This is an optimization exercise on Yosys and OpenROAD, whose aim is small area, not a production implementation.
Function was checked by simulation only, so behaviour that the tests miss may differ from the original.
Power is estimated from default activity; no workload was simulated.

[design.v]
`default_nettype none
package dmaBusPkg;
  typedef logic [31:0] dmaWordT;
  typedef logic [31:0] dmaAddrT;
  typedef logic [7:0] ioAddrT;  
  typedef enum logic [1:0] {
    sizeHalf = 2'd1,
    sizeWord = 2'd2
  } accessSizeT;
  typedef logic [7:0] lineCountT;
endpackage
`default_nettype wire
`default_nettype none
package dmaRegPkg;
  localparam int unsigned SadOffset = 0;
  localparam int unsigned DadOffset = 4;
  localparam int unsigned CntOffset = 8;
  localparam int unsigned ChannelStride = 12;
  localparam int unsigned CountBits = 14;  
  localparam int unsigned DestCtlPos = 21;
  localparam int unsigned SrcCtlPos = 23;
  localparam int unsigned RepeatBit = 25;
  localparam int unsigned WordBit = 26;
  localparam int unsigned TimingPos = 28;
  localparam int unsigned IrqBit = 30;
  localparam int unsigned EnableBit = 31;
  typedef enum logic [1:0] {
    stepIncrement = 2'd0,
    stepDecrement = 2'd1,
    stepFixed = 2'd2,
    stepIncReload = 2'd3  
  } addrStepT;
  typedef enum logic [1:0] {
    timingImmediate = 2'd0,
    timingVblank = 2'd1,
    timingHblank = 2'd2,
    timingNever = 2'd3
  } startTimingT;
  localparam logic [7:0] VblankLine = 8'd160;
  localparam logic [7:0] HblankDot = 8'd240;
endpackage
`default_nettype wire
`default_nettype none
module dmaAddrPath (
  input  logic                 clk,
  input  logic                 rst_b,
  input  logic [31:0]          sad,
  input  logic [31:0]          dad,
  input  logic [dmaRegPkg::CountBits-1:0] count,
  input  logic [1:0]           srcCtl,
  input  logic [1:0]           destCtl,
  input  logic                 wordSize,
  input  logic                 loadAll,
  input  logic                 reloadCount,
  input  logic                 stepSrc,
  input  logic                 stepDest,
  input  logic                 storeRdata,
  input  logic                 write,
  input  logic [31:0]          memRdata,
  output logic                 unitsDone,
  output logic [31:0]          reqAddr,
  output logic [1:0]           reqSize,
  output logic [31:0]          reqWdata
);
  localparam int unsigned CountBits = dmaRegPkg::CountBits;
  localparam logic [1:0] StepDecrement = dmaRegPkg::stepDecrement;
  localparam logic [1:0] StepFixed = dmaRegPkg::stepFixed;
  localparam logic [CountBits:0] MaxUnits = {1'b1, {CountBits{1'b0}}};
  logic [31:0] srcAddr, destAddr;
  logic [31:0] stepSize;
  logic [31:0] dataLatch;
  logic [CountBits:0] unitsLeft;
  logic [CountBits:0] loadCount;
  function automatic logic [31:0] stepAddr(input logic [31:0] addr, input logic [1:0] ctl,
                                           input logic [31:0] amount);
    case (ctl)
      StepDecrement: stepAddr = addr - amount;
      StepFixed: stepAddr = addr;
      default: stepAddr = addr + amount;  
    endcase
  endfunction
  assign stepSize = wordSize ? 32'd4 : 32'd2;
  assign loadCount = (count == '0) ? MaxUnits : {1'b0, count};
  always_ff @(posedge clk) begin
    if (loadAll) srcAddr <= sad;
    else if (stepSrc) srcAddr <= stepAddr(srcAddr, srcCtl, stepSize);
  end
  always_ff @(posedge clk) begin
    if (loadAll || (reloadCount && destCtl == dmaRegPkg::stepIncReload)) destAddr <= dad;
    else if (stepDest) destAddr <= stepAddr(destAddr, destCtl, stepSize);
  end
  always_ff @(posedge clk) begin
    if (storeRdata) begin
      if (wordSize) dataLatch <= memRdata;
      else dataLatch <= {16'h0, srcAddr[1] ? memRdata[31:16] : memRdata[15:0]};
    end
  end
  always_ff @(posedge clk or negedge rst_b) begin
    if (!rst_b) unitsLeft <= '0;
    else if (loadAll || reloadCount) unitsLeft <= loadCount;
    else if (stepDest) unitsLeft <= unitsLeft - 1'b1;
  end
  assign unitsDone = unitsLeft == {{CountBits{1'b0}}, 1'b1};
  assign reqAddr = write ? destAddr : srcAddr;
  assign reqSize = wordSize ? dmaBusPkg::sizeWord : dmaBusPkg::sizeHalf;
  assign reqWdata = wordSize ? dataLatch : {dataLatch[15:0], dataLatch[15:0]};  
endmodule
`default_nettype wire
`default_nettype none
module dmaChannelFsm (
  input  logic clk,
  input  logic rst_b,
  input  logic enable,
  input  logic start,
  input  logic repeatMode,
  input  logic irqEnable,
  input  logic preempted,
  input  logic allowedToBegin,
  input  logic memWait,
  input  logic unitsDone,
  output logic loadAll,
  output logic reloadCount,
  output logic stepSrc,
  output logic stepDest,
  output logic storeRdata,
  output logic active,
  output logic write,
  output logic midUnit,
  output logic irq,
  output logic clearEnable
);
  typedef enum logic [2:0] {
    sOff, sIdle, sQueued, sRead, sWrite, sPreemptedRead
  } stateT;
  stateT state, nextState;
  logic canBegin;
  logic lastWriteDone;
  assign canBegin = !preempted && !memWait && allowedToBegin;
  assign lastWriteDone = (state == sWrite) && !memWait && unitsDone;
  always_ff @(posedge clk or negedge rst_b) begin
    if (!rst_b) state <= sOff;
    else state <= nextState;
  end
  always_comb begin
    nextState = state;
    loadAll = 1'b0;
    reloadCount = 1'b0;
    stepSrc = 1'b0;
    stepDest = 1'b0;
    storeRdata = 1'b0;
    case (state)
      sOff: begin
        if (enable) begin
          loadAll = 1'b1;
          nextState = sIdle;
        end
      end
      sIdle: begin
        if (!enable) nextState = sOff;
        else if (start) nextState = canBegin ? sRead : sQueued;
      end
      sQueued, sPreemptedRead: begin
        if (!enable) nextState = sOff;
        else if (canBegin) nextState = sRead;
      end
      sRead: begin
        if (preempted) nextState = sPreemptedRead;
        else if (!memWait) begin
          storeRdata = 1'b1;
          stepSrc = 1'b1;
          nextState = sWrite;
        end
      end
      sWrite: begin
        if (!memWait) begin
          stepDest = 1'b1;
          if (unitsDone) begin
            reloadCount = repeatMode;
            nextState = repeatMode ? sIdle : sOff;
          end else if (!enable) nextState = sOff;
          else nextState = sRead;  
        end
      end
      default: nextState = sOff;
    endcase
  end
  assign active = (state == sRead) || (state == sWrite);
  assign write = state == sWrite;
  assign midUnit = ((state == sRead) && !memWait && !preempted) ||
                   ((state == sWrite) && memWait);
  assign irq = lastWriteDone && irqEnable;
  assign clearEnable = lastWriteDone && !repeatMode;
endmodule
`default_nettype wire
`default_nettype none
module dmaChannel (
  input  logic        clk,
  input  logic        rst_b,
  input  logic [31:0] sad,
  input  logic [31:0] dad,
  input  logic [31:0] cnt,
  input  logic [7:0]  vcount,
  input  logic [7:0]  hcount,
  input  logic        cpuPreemptable,
  input  logic        preempted,
  input  logic        allowedToBegin,
  input  logic [31:0] memRdata,
  input  logic        memWait,
  output logic        active,
  output logic        midUnit,
  output logic [31:0] reqAddr,
  output logic        reqWrite,
  output logic [1:0]  reqSize,
  output logic [31:0] reqWdata,
  output logic        irq,
  output logic        clearEnable
);
  localparam logic [1:0] TimingImmediate = dmaRegPkg::timingImmediate;
  localparam logic [1:0] TimingVblank = dmaRegPkg::timingVblank;
  localparam logic [1:0] TimingHblank = dmaRegPkg::timingHblank;
  logic [1:0] srcCtl, destCtl;
  logic [1:0] timing;
  logic wordSize, repeatMode, irqEnable, enable;
  logic start;
  logic unitsDone, loadAll, reloadCount;
  logic stepSrc, stepDest, storeRdata;
  assign destCtl = cnt[dmaRegPkg::DestCtlPos +: 2];
  assign srcCtl = cnt[dmaRegPkg::SrcCtlPos +: 2];
  assign repeatMode = cnt[dmaRegPkg::RepeatBit];
  assign wordSize = cnt[dmaRegPkg::WordBit];
  assign timing = cnt[dmaRegPkg::TimingPos +: 2];
  assign irqEnable = cnt[dmaRegPkg::IrqBit];
  assign enable = cnt[dmaRegPkg::EnableBit];
  always_comb begin
    case (timing)
      TimingImmediate: start = cpuPreemptable;
      TimingVblank: start = cpuPreemptable && (vcount == dmaRegPkg::VblankLine);
      TimingHblank: start = cpuPreemptable && (hcount == dmaRegPkg::HblankDot);
      default: start = 1'b0;  
    endcase
  end
  dmaChannelFsm fsm (
    .clk, .rst_b, .enable, .start, .repeatMode, .irqEnable,
    .preempted, .allowedToBegin, .memWait, .unitsDone,
    .loadAll, .reloadCount, .stepSrc, .stepDest, .storeRdata,
    .active, .write(reqWrite), .midUnit, .irq, .clearEnable
  );
  dmaAddrPath addrPath (
    .clk, .rst_b, .sad, .dad, .count(cnt[dmaRegPkg::CountBits-1:0]),
    .srcCtl, .destCtl, .wordSize,
    .loadAll, .reloadCount, .stepSrc, .stepDest, .storeRdata,
    .write(reqWrite), .memRdata,
    .unitsDone, .reqAddr, .reqSize, .reqWdata
  );
endmodule
`default_nettype wire
`default_nettype none
module dmaRegFile #(
  parameter int numChannels = 4
) (
  input  logic                         clk,
  input  logic                         rst_b,
  input  logic [7:0]                   ioAddr,
  input  logic                         ioWrite,
  input  logic [31:0]                  ioWdata,
  output logic [31:0]                  ioRdata,
  input  logic [numChannels-1:0]       clearEnable,
  output logic [numChannels-1:0][31:0] sad,
  output logic [numChannels-1:0][31:0] dad,
  output logic [numChannels-1:0][31:0] cnt
);
  function automatic logic [7:0] regAddr(input int ch, input int offset);
    regAddr = 8'(ch * dmaRegPkg::ChannelStride + offset);
  endfunction
  always_ff @(posedge clk or negedge rst_b) begin
    if (!rst_b) begin
      for (int ch = 0; ch < numChannels; ch++) begin
        sad[ch] <= '0;
        dad[ch] <= '0;
        cnt[ch] <= '0;
      end
    end else begin
      for (int ch = 0; ch < numChannels; ch++) begin
        if (clearEnable[ch]) cnt[ch][dmaRegPkg::EnableBit] <= 1'b0;  
        if (ioWrite && ioAddr == regAddr(ch, dmaRegPkg::SadOffset)) sad[ch] <= ioWdata;
        if (ioWrite && ioAddr == regAddr(ch, dmaRegPkg::DadOffset)) dad[ch] <= ioWdata;
        if (ioWrite && ioAddr == regAddr(ch, dmaRegPkg::CntOffset)) cnt[ch] <= ioWdata;
      end
    end
  end
  always_comb begin
    ioRdata = '0;
    for (int ch = 0; ch < numChannels; ch++) begin
      if (ioAddr == regAddr(ch, dmaRegPkg::SadOffset)) ioRdata = sad[ch];
      if (ioAddr == regAddr(ch, dmaRegPkg::DadOffset)) ioRdata = dad[ch];
      if (ioAddr == regAddr(ch, dmaRegPkg::CntOffset)) ioRdata = cnt[ch];
    end
  end
endmodule
`default_nettype wire
`default_nettype none
module dmaArbiter #(
  parameter int numChannels = 4
) (
  input  logic [numChannels-1:0]       active,
  input  logic [numChannels-1:0]       midUnit,
  input  logic [numChannels-1:0][31:0] reqAddr,
  input  logic [numChannels-1:0]       reqWrite,
  input  logic [numChannels-1:0][1:0]  reqSize,
  input  logic [numChannels-1:0][31:0] reqWdata,
  output logic [numChannels-1:0]       preempted,
  output logic                         allowedToBegin,
  output logic                         memActive,
  output logic [31:0]                  memAddr,
  output logic                         memWrite,
  output logic [1:0]                   memSize,
  output logic [31:0]                  memWdata
);
  logic higherActive;
  always_comb begin
    higherActive = 1'b0;
    for (int ch = 0; ch < numChannels; ch++) begin
      preempted[ch] = higherActive;
      higherActive = higherActive | active[ch];
    end
  end
  assign allowedToBegin = ~|midUnit;  
  assign memActive = |active;
  always_comb begin
    memAddr = '0;
    memWrite = 1'b0;
    memSize = dmaBusPkg::sizeWord;
    memWdata = '0;
    for (int ch = numChannels - 1; ch >= 0; ch--) begin
      if (active[ch]) begin  
        memAddr = reqAddr[ch];
        memWrite = reqWrite[ch];
        memSize = reqSize[ch];
        memWdata = reqWdata[ch];
      end
    end
  end
endmodule
`default_nettype wire
`default_nettype none
module dmaTop #(
  parameter int numChannels = 4
) (
  input  logic                   clk,
  input  logic                   rst_b,
  input  logic [7:0]             ioAddr,
  input  logic                   ioWrite,
  input  logic [31:0]            ioWdata,
  output logic [31:0]            ioRdata,
  input  logic [7:0]             vcount,
  input  logic [7:0]             hcount,
  input  logic                   cpuPreemptable,
  output logic                   memActive,
  output logic [31:0]            memAddr,
  output logic                   memWrite,
  output logic [1:0]             memSize,
  output logic [31:0]            memWdata,
  input  logic [31:0]            memRdata,
  input  logic                   memWait,
  output logic [numChannels-1:0] irq
);
  logic [numChannels-1:0][31:0] sad;
  logic [numChannels-1:0][31:0] dad;
  logic [numChannels-1:0][31:0] cnt;
  logic [numChannels-1:0] clearEnable;
  logic [numChannels-1:0] active;
  logic [numChannels-1:0] midUnit;
  logic [numChannels-1:0] preempted;
  logic allowedToBegin;
  logic [numChannels-1:0][31:0] reqAddr;
  logic [numChannels-1:0] reqWrite;
  logic [numChannels-1:0][1:0] reqSize;
  logic [numChannels-1:0][31:0] reqWdata;
  dmaRegFile #(.numChannels(numChannels)) regFile (
    .clk, .rst_b, .ioAddr, .ioWrite, .ioWdata, .ioRdata,
    .clearEnable, .sad, .dad, .cnt
  );
  dmaArbiter #(.numChannels(numChannels)) arbiter (
    .active, .midUnit, .reqAddr, .reqWrite, .reqSize, .reqWdata,
    .preempted, .allowedToBegin,
    .memActive, .memAddr, .memWrite, .memSize, .memWdata
  );
  for (genvar ch = 0; ch < numChannels; ch++) begin : chanGen
    dmaChannel channel (
      .clk, .rst_b,
      .sad(sad[ch]), .dad(dad[ch]), .cnt(cnt[ch]),
      .vcount, .hcount, .cpuPreemptable,
      .preempted(preempted[ch]), .allowedToBegin,
      .memRdata, .memWait,
      .active(active[ch]), .midUnit(midUnit[ch]),
      .reqAddr(reqAddr[ch]), .reqWrite(reqWrite[ch]),
      .reqSize(reqSize[ch]), .reqWdata(reqWdata[ch]),
      .irq(irq[ch]), .clearEnable(clearEnable[ch])
    );
  end
endmodule
`default_nettype wire
[run.sh]
#!/bin/bash
# synth_recipe.tcl (not shown) runs the flow's synth.tcl, then flattens the netlist and writes it again
# the make line also repeats each setting of config.mk as NAME=value (left out here)
make -C /OpenROAD-flow-scripts/flow DESIGN_CONFIG=/design/flow/config.mk WORK_HOME=/design/flow/orfs CLKGATE_MAP_FILE= SYNTH_SCRIPT=/design/flow/synth_recipe.tcl finish
[config.mk]
export PLATFORM = sky130hd
export DESIGN_NAME = dmaTop
export DESIGN_NICKNAME = dmaTop
export VERILOG_FILES = /design/flow/design.v
export SDC_FILE = /design/flow/constraint.sdc
export NUM_CORES = 4
export LEC_CHECK = 0
export CAP_MARGIN = 20
export CORE_MARGIN = 2
export CORE_UTILIZATION = 40
export SLEW_MARGIN = 20
[constraint.sdc]
create_clock -name core_clock -period 10.0 [get_ports {clk}]
set_input_delay 2.0000 -clock core_clock [delete_from_list [all_inputs] [get_ports {clk}]]
set_output_delay 2.0000 -clock core_clock [all_outputs]
set_load 0.01 [all_outputs]
==> impl_summary.txt <==
----------------------------------------------------
[Clock network]
  Hold-fix buffer count after cts ... 0
  Cell at the root of the clock tree ... sky130_fd_sc_hd__clkbuf_16
  Sink count of the clock tree ... 840
  Clock H-tree levels ... 3
  TritonCTS clock tree ... done
  TritonCTS Buffers ... 97
  Number of setup buffers added after CTS ... 0
  Max clock buf depth ... 3
  Post-CTS Resized ... 0
  Clock latency at the later pin of the worst-skew pair ... 720 ps
  Clock-pin slew of the registers on the worst-case setup and hold paths ... 60 ps

[Placed design]
  Gpl congestion ... 0.995
  Instance area after placement ... 0.0561 sq mm
  I/O Buffers ... 196
  HPWL Detailed ... 143,000 um

[Global routing]
  Via count of the first global-routing pass ... 41,300
  Largest net degree at the start of global routing ... 161
  Wire length of the first global-routing pass ... 283,000 um
  Total track usage ... 0.287
  Initial antenna violation count ... 18
  Sum of overflow across all layers after global routing ... 0

[STA]
  RSZ-0062 raised after global routing ... no
  Setup violations, final ... 0
  Transition time at the pin with the least slew margin ... 1250 ps
  Slew HR ... 0.162
  Max Fclk ... 121 MHz
  Final TNS setup ... 0 ps
  Total count of hold-check failures in the final report ... 0
  Min Tclk post-route ... 8260 ps
  Fin crit share ... 0.826
  Final max-slew violation count ... 0
  Worst-case clock skew ... 42.0 ps

[Critical path]
  Reg2Reg Launch Point ... regFile.cnt[21]
  CP required ... 8000 ps
  Startpoint Class ... input pin
  Depth of the worst register-to-register path ... 14
  CP endpoint kind ... primary output
  Endpoint of the worst register-to-register path ... chanGen[0].channel.addrPath.destAddr[31]
  CP max FO ... 28
  Kind of critical path ... in2out
  Worst Path Arrival ... 6260 ps
  FF-to-FF setup slack ... 4990 ps

[Status]
  Result of the run ... timing/DRC/antenna clean

[Layout]
  Net count, final ... 5,647
  Share of layout cells above drive strength 1 ... 0.148
  Finished Cell Area ... 0.0596 sq mm
  Layout area overhead ... 14.1%
  Fill count ... 12,200

[Floorplanning]
  Ports placed on the boundary ... 197
  Effective utilization at floorplan ... 0.403
  Die Y ... 365 um
  Width of the die ... 365 um
  Placement Rows ... 132
  Die Area ... 0.134 sq mm
  Core region area ... 0.130 sq mm

[Power and ir drop]
  Design Power ... 9.41 mW
  Max IR drop VDD ... 0.139 mV
  Leakage ... 24.8 nW
  Total power density per cell area ... 158 mW/mm^2

[Drt]
  DRT Wirelength ... 196,000 um
  Average routed wire per standard cell ... 27.5 um
  Residual antenna-violating net count after detailed routing ... 0
  Number of search-and-repair iterations in the first detailed-routing pass ... 9
  Total number of vias ... 44,400
  Iter 0 DRT Violations ... 5,243
  Number of vias per cell ... 6.23
  Residual DRC count ... 0

[Yosys]
  Cell type with the largest total area after synthesis ... sky130_fd_sc_hd__edfxtp_1
  Cell with the most instances after synthesis ... sky130_fd_sc_hd__o21ai_0
  Synth warnings ... 5
  Ys async rst share ... 0.543
  Ranking of synthesized cells by instance count ... sky130_fd_sc_hd__o21ai_0 (489), sky130_fd_sc_hd__nand2_1 (481), sky130_fd_sc_hd__mux2_2 (461)
  Post-synth top flop ... sky130_fd_sc_hd__dfrtp_1
  Yosys cell types ... 87
  EDFF count, synth ... 384
  Fraction of synthesized cell area taken by the top area cell type ... 0.221
  Largest cells by area after synthesis ... sky130_fd_sc_hd__edfxtp_1 (22%), sky130_fd_sc_hd__dfrtp_1 (22%), sky130_fd_sc_hd__mux2_2 (9.9%)
  Mean instance size in the synthesized netlist ... 10.0 sq um
  Cell Area, Synth ... 0.0522 sq mm
  Post-synthesis net count ... 5,558
  Seq/Total Area, Yosys ... 0.439
  Count of mapped cells out of synthesis ... 5,209
  Total of flip-flops plus latches after synthesis ... 840

[Worst hold path]
  Min-delay src ... chanGen[2].channel.addrPath.unitsLeft[10]
  Worst min-delay path class ... reg2reg
  Depth of the worst hold-timing path ... 2
  Endpoint, Worst Hold ... chanGen[2].channel.addrPath.unitsLeft[10]

[Job]
  Count of maximum capacitance violations ... 0

----------------------------------------------------
[placed cells by master, fill, tap and decap left out, drive strengths merged, types with 32 or more instances in the layout]
cell type,synthesis,layout
o31ai,34,34
edfxtp,384,384
mux2i,100,100
or3,32,32
mux2,461,461
o221ai,51,51
clkbuf,235,145
nand4,57,57
dfrtp,456,456
nand2,481,481
nand3,75,75
o21a,42,42
xor2,103,103
and2,96,96
nor2,278,278
a21oi,432,432
a21o,93,93
ha,256,256
nand2b,65,65
o21ai,495,495
clkdlybuf4s50,0,194
nor3,98,98
xnor2,107,107
buf,60,90
inv,106,109
a22oi,146,146
nor2b,39,39
[state kept, by name, indices dropped and copies added (netlist names)]
register / cells
chanGen.channel.addrPath.dataLatch: 128
chanGen.channel.addrPath.destAddr: 128
chanGen.channel.addrPath.srcAddr: 128
regFile.cnt: 128
regFile.dad: 128
regFile.sad: 128
chanGen.channel.addrPath.unitsLeft: 60
chanGen.channel.fsm.state: 12
[worst max-delay path, cell delays in order]
cell	delay, ps
sky130_fd_sc_hd__clkdlybuf4s50_1	700
sky130_fd_sc_hd__or3b_2	790
sky130_fd_sc_hd__nor2_1	400
sky130_fd_sc_hd__nand2_1	610
sky130_fd_sc_hd__o21ai_0	790
sky130_fd_sc_hd__nand4_1	380
sky130_fd_sc_hd__clkdlybuf4s50_1	580
[kinds of logic (layout without fill, tap and decap cells)]
group / Yosys count / count (layout) / synth area share
AO/OA/AOI/OAI: 1598 / 1598 / 0.192
adder cells (fa/ha/maj): 256 / 256 / 0.0613
multiplexers: 561 / 561 / 0.119
buffers and inverters: 402 / 574 / 0.0301
XOR/XNOR: 210 / 210 / 0.0352
other: 0 / 4 / 0
flip-flops: 840 / 840 / 0.439
AND/OR/NAND/NOR: 1342 / 1342 / 0.123
[worst max-delay path by stage]
| stage | startpoint | end | slack [ps] |
|---|---|---|---|
| 6_report | ioAddr[2] | ioRdata[22] | 1740 |
| 3_5_place_dp | ioAddr[2] | ioRdata[29] | 1590 |
| 5_1_grt | ioAddr[2] | ioRdata[4] | 1540 |
| 4_1_cts | ioAddr[2] | ioRdata[29] | 1590 |
| 3_3_place_gp | ioAddr[2] | ioRdata[29] | 1660 |
| 2_1_floorplan | ioAddr[2] | ioRdata[26] | 3860 |
[report_power, final]
part | internal (mW) | switching, mW
registers | 3.83 | 0.238
logic | 0.596 | 0.895
clock network | 2.26 | 1.59
[per-stage QoR]
stage,setup slack (ps),util,hold WS (ps),std cells
2_1_floorplan,3860,-,443,5209
3_3_place_gp,1660,0.432,467,6939
3_5_place_dp,1590,0.432,473,6939
4_1_cts,1590,0.459,486,7121
5_1_grt,1540,0.460,516,7125
6_report,1740,0.460,480,7127
[cell type report]
type,count,area (sq um),share of cell area
Inverter,107,402,0.00674
Clock inverter,38,482,0.00808
Clock buffer,144,2980,0.0500
Multi-Input combinational cell,3967,27900,0.469
Tap cell,1742,2180,0.0366
Antenna cell,4,10.0,0.000168
Timing Repair Buffer,285,2660,0.0446
Sequential cell,840,22900,0.385
[per-layer routing]
| metal | share of wire | wire (um) | vias to the layer above | track usage |
|---|---|---|---|---|
| met1 | 0.43 | 84200 | 22200 | 0.409 |
| li1 | - | - | 19800 | - |
| met3 | 0.089 | 17500 | 367 | 0.0519 |
| met5 | 0.00047 | 92 | - | 0 |
| met2 | 0.43 | 84900 | 1987 | 0.428 |
| met4 | 0.047 | 9210 | 16 | 0.120 |

-- afterwards: timing with drivers on the ports --
No port has a modelled driver above. Below, the same layout with a new extraction and two added sets of constraints. Step 1: set_driving_cell puts a clkbuf_16 on clk and a buf_2 on each other input, an assumption about the parent block. Step 2 times the ports against the registers' clock, not the clock port: input delays grow and output delays shrink by t, the midpoint of the rising clock arrivals with the driver on. Slacks: ideal / step 1 / step 2; pairs: ideal / step 1.
t, ns: 0.778
setup WS [ns]: 1.742 / 1.603 / 1.603
hold slack, ns: 0.480 / 0.480 / 0.480
latest minus earliest clock arrival (ns): 0.044 / 0.044
worst data-port slew with drivers (ns): 0.13
After both steps this run still meets setup and hold. The setup slack of this run moves by -0.139 ns with the drivers and by -0.139 ns with both steps.
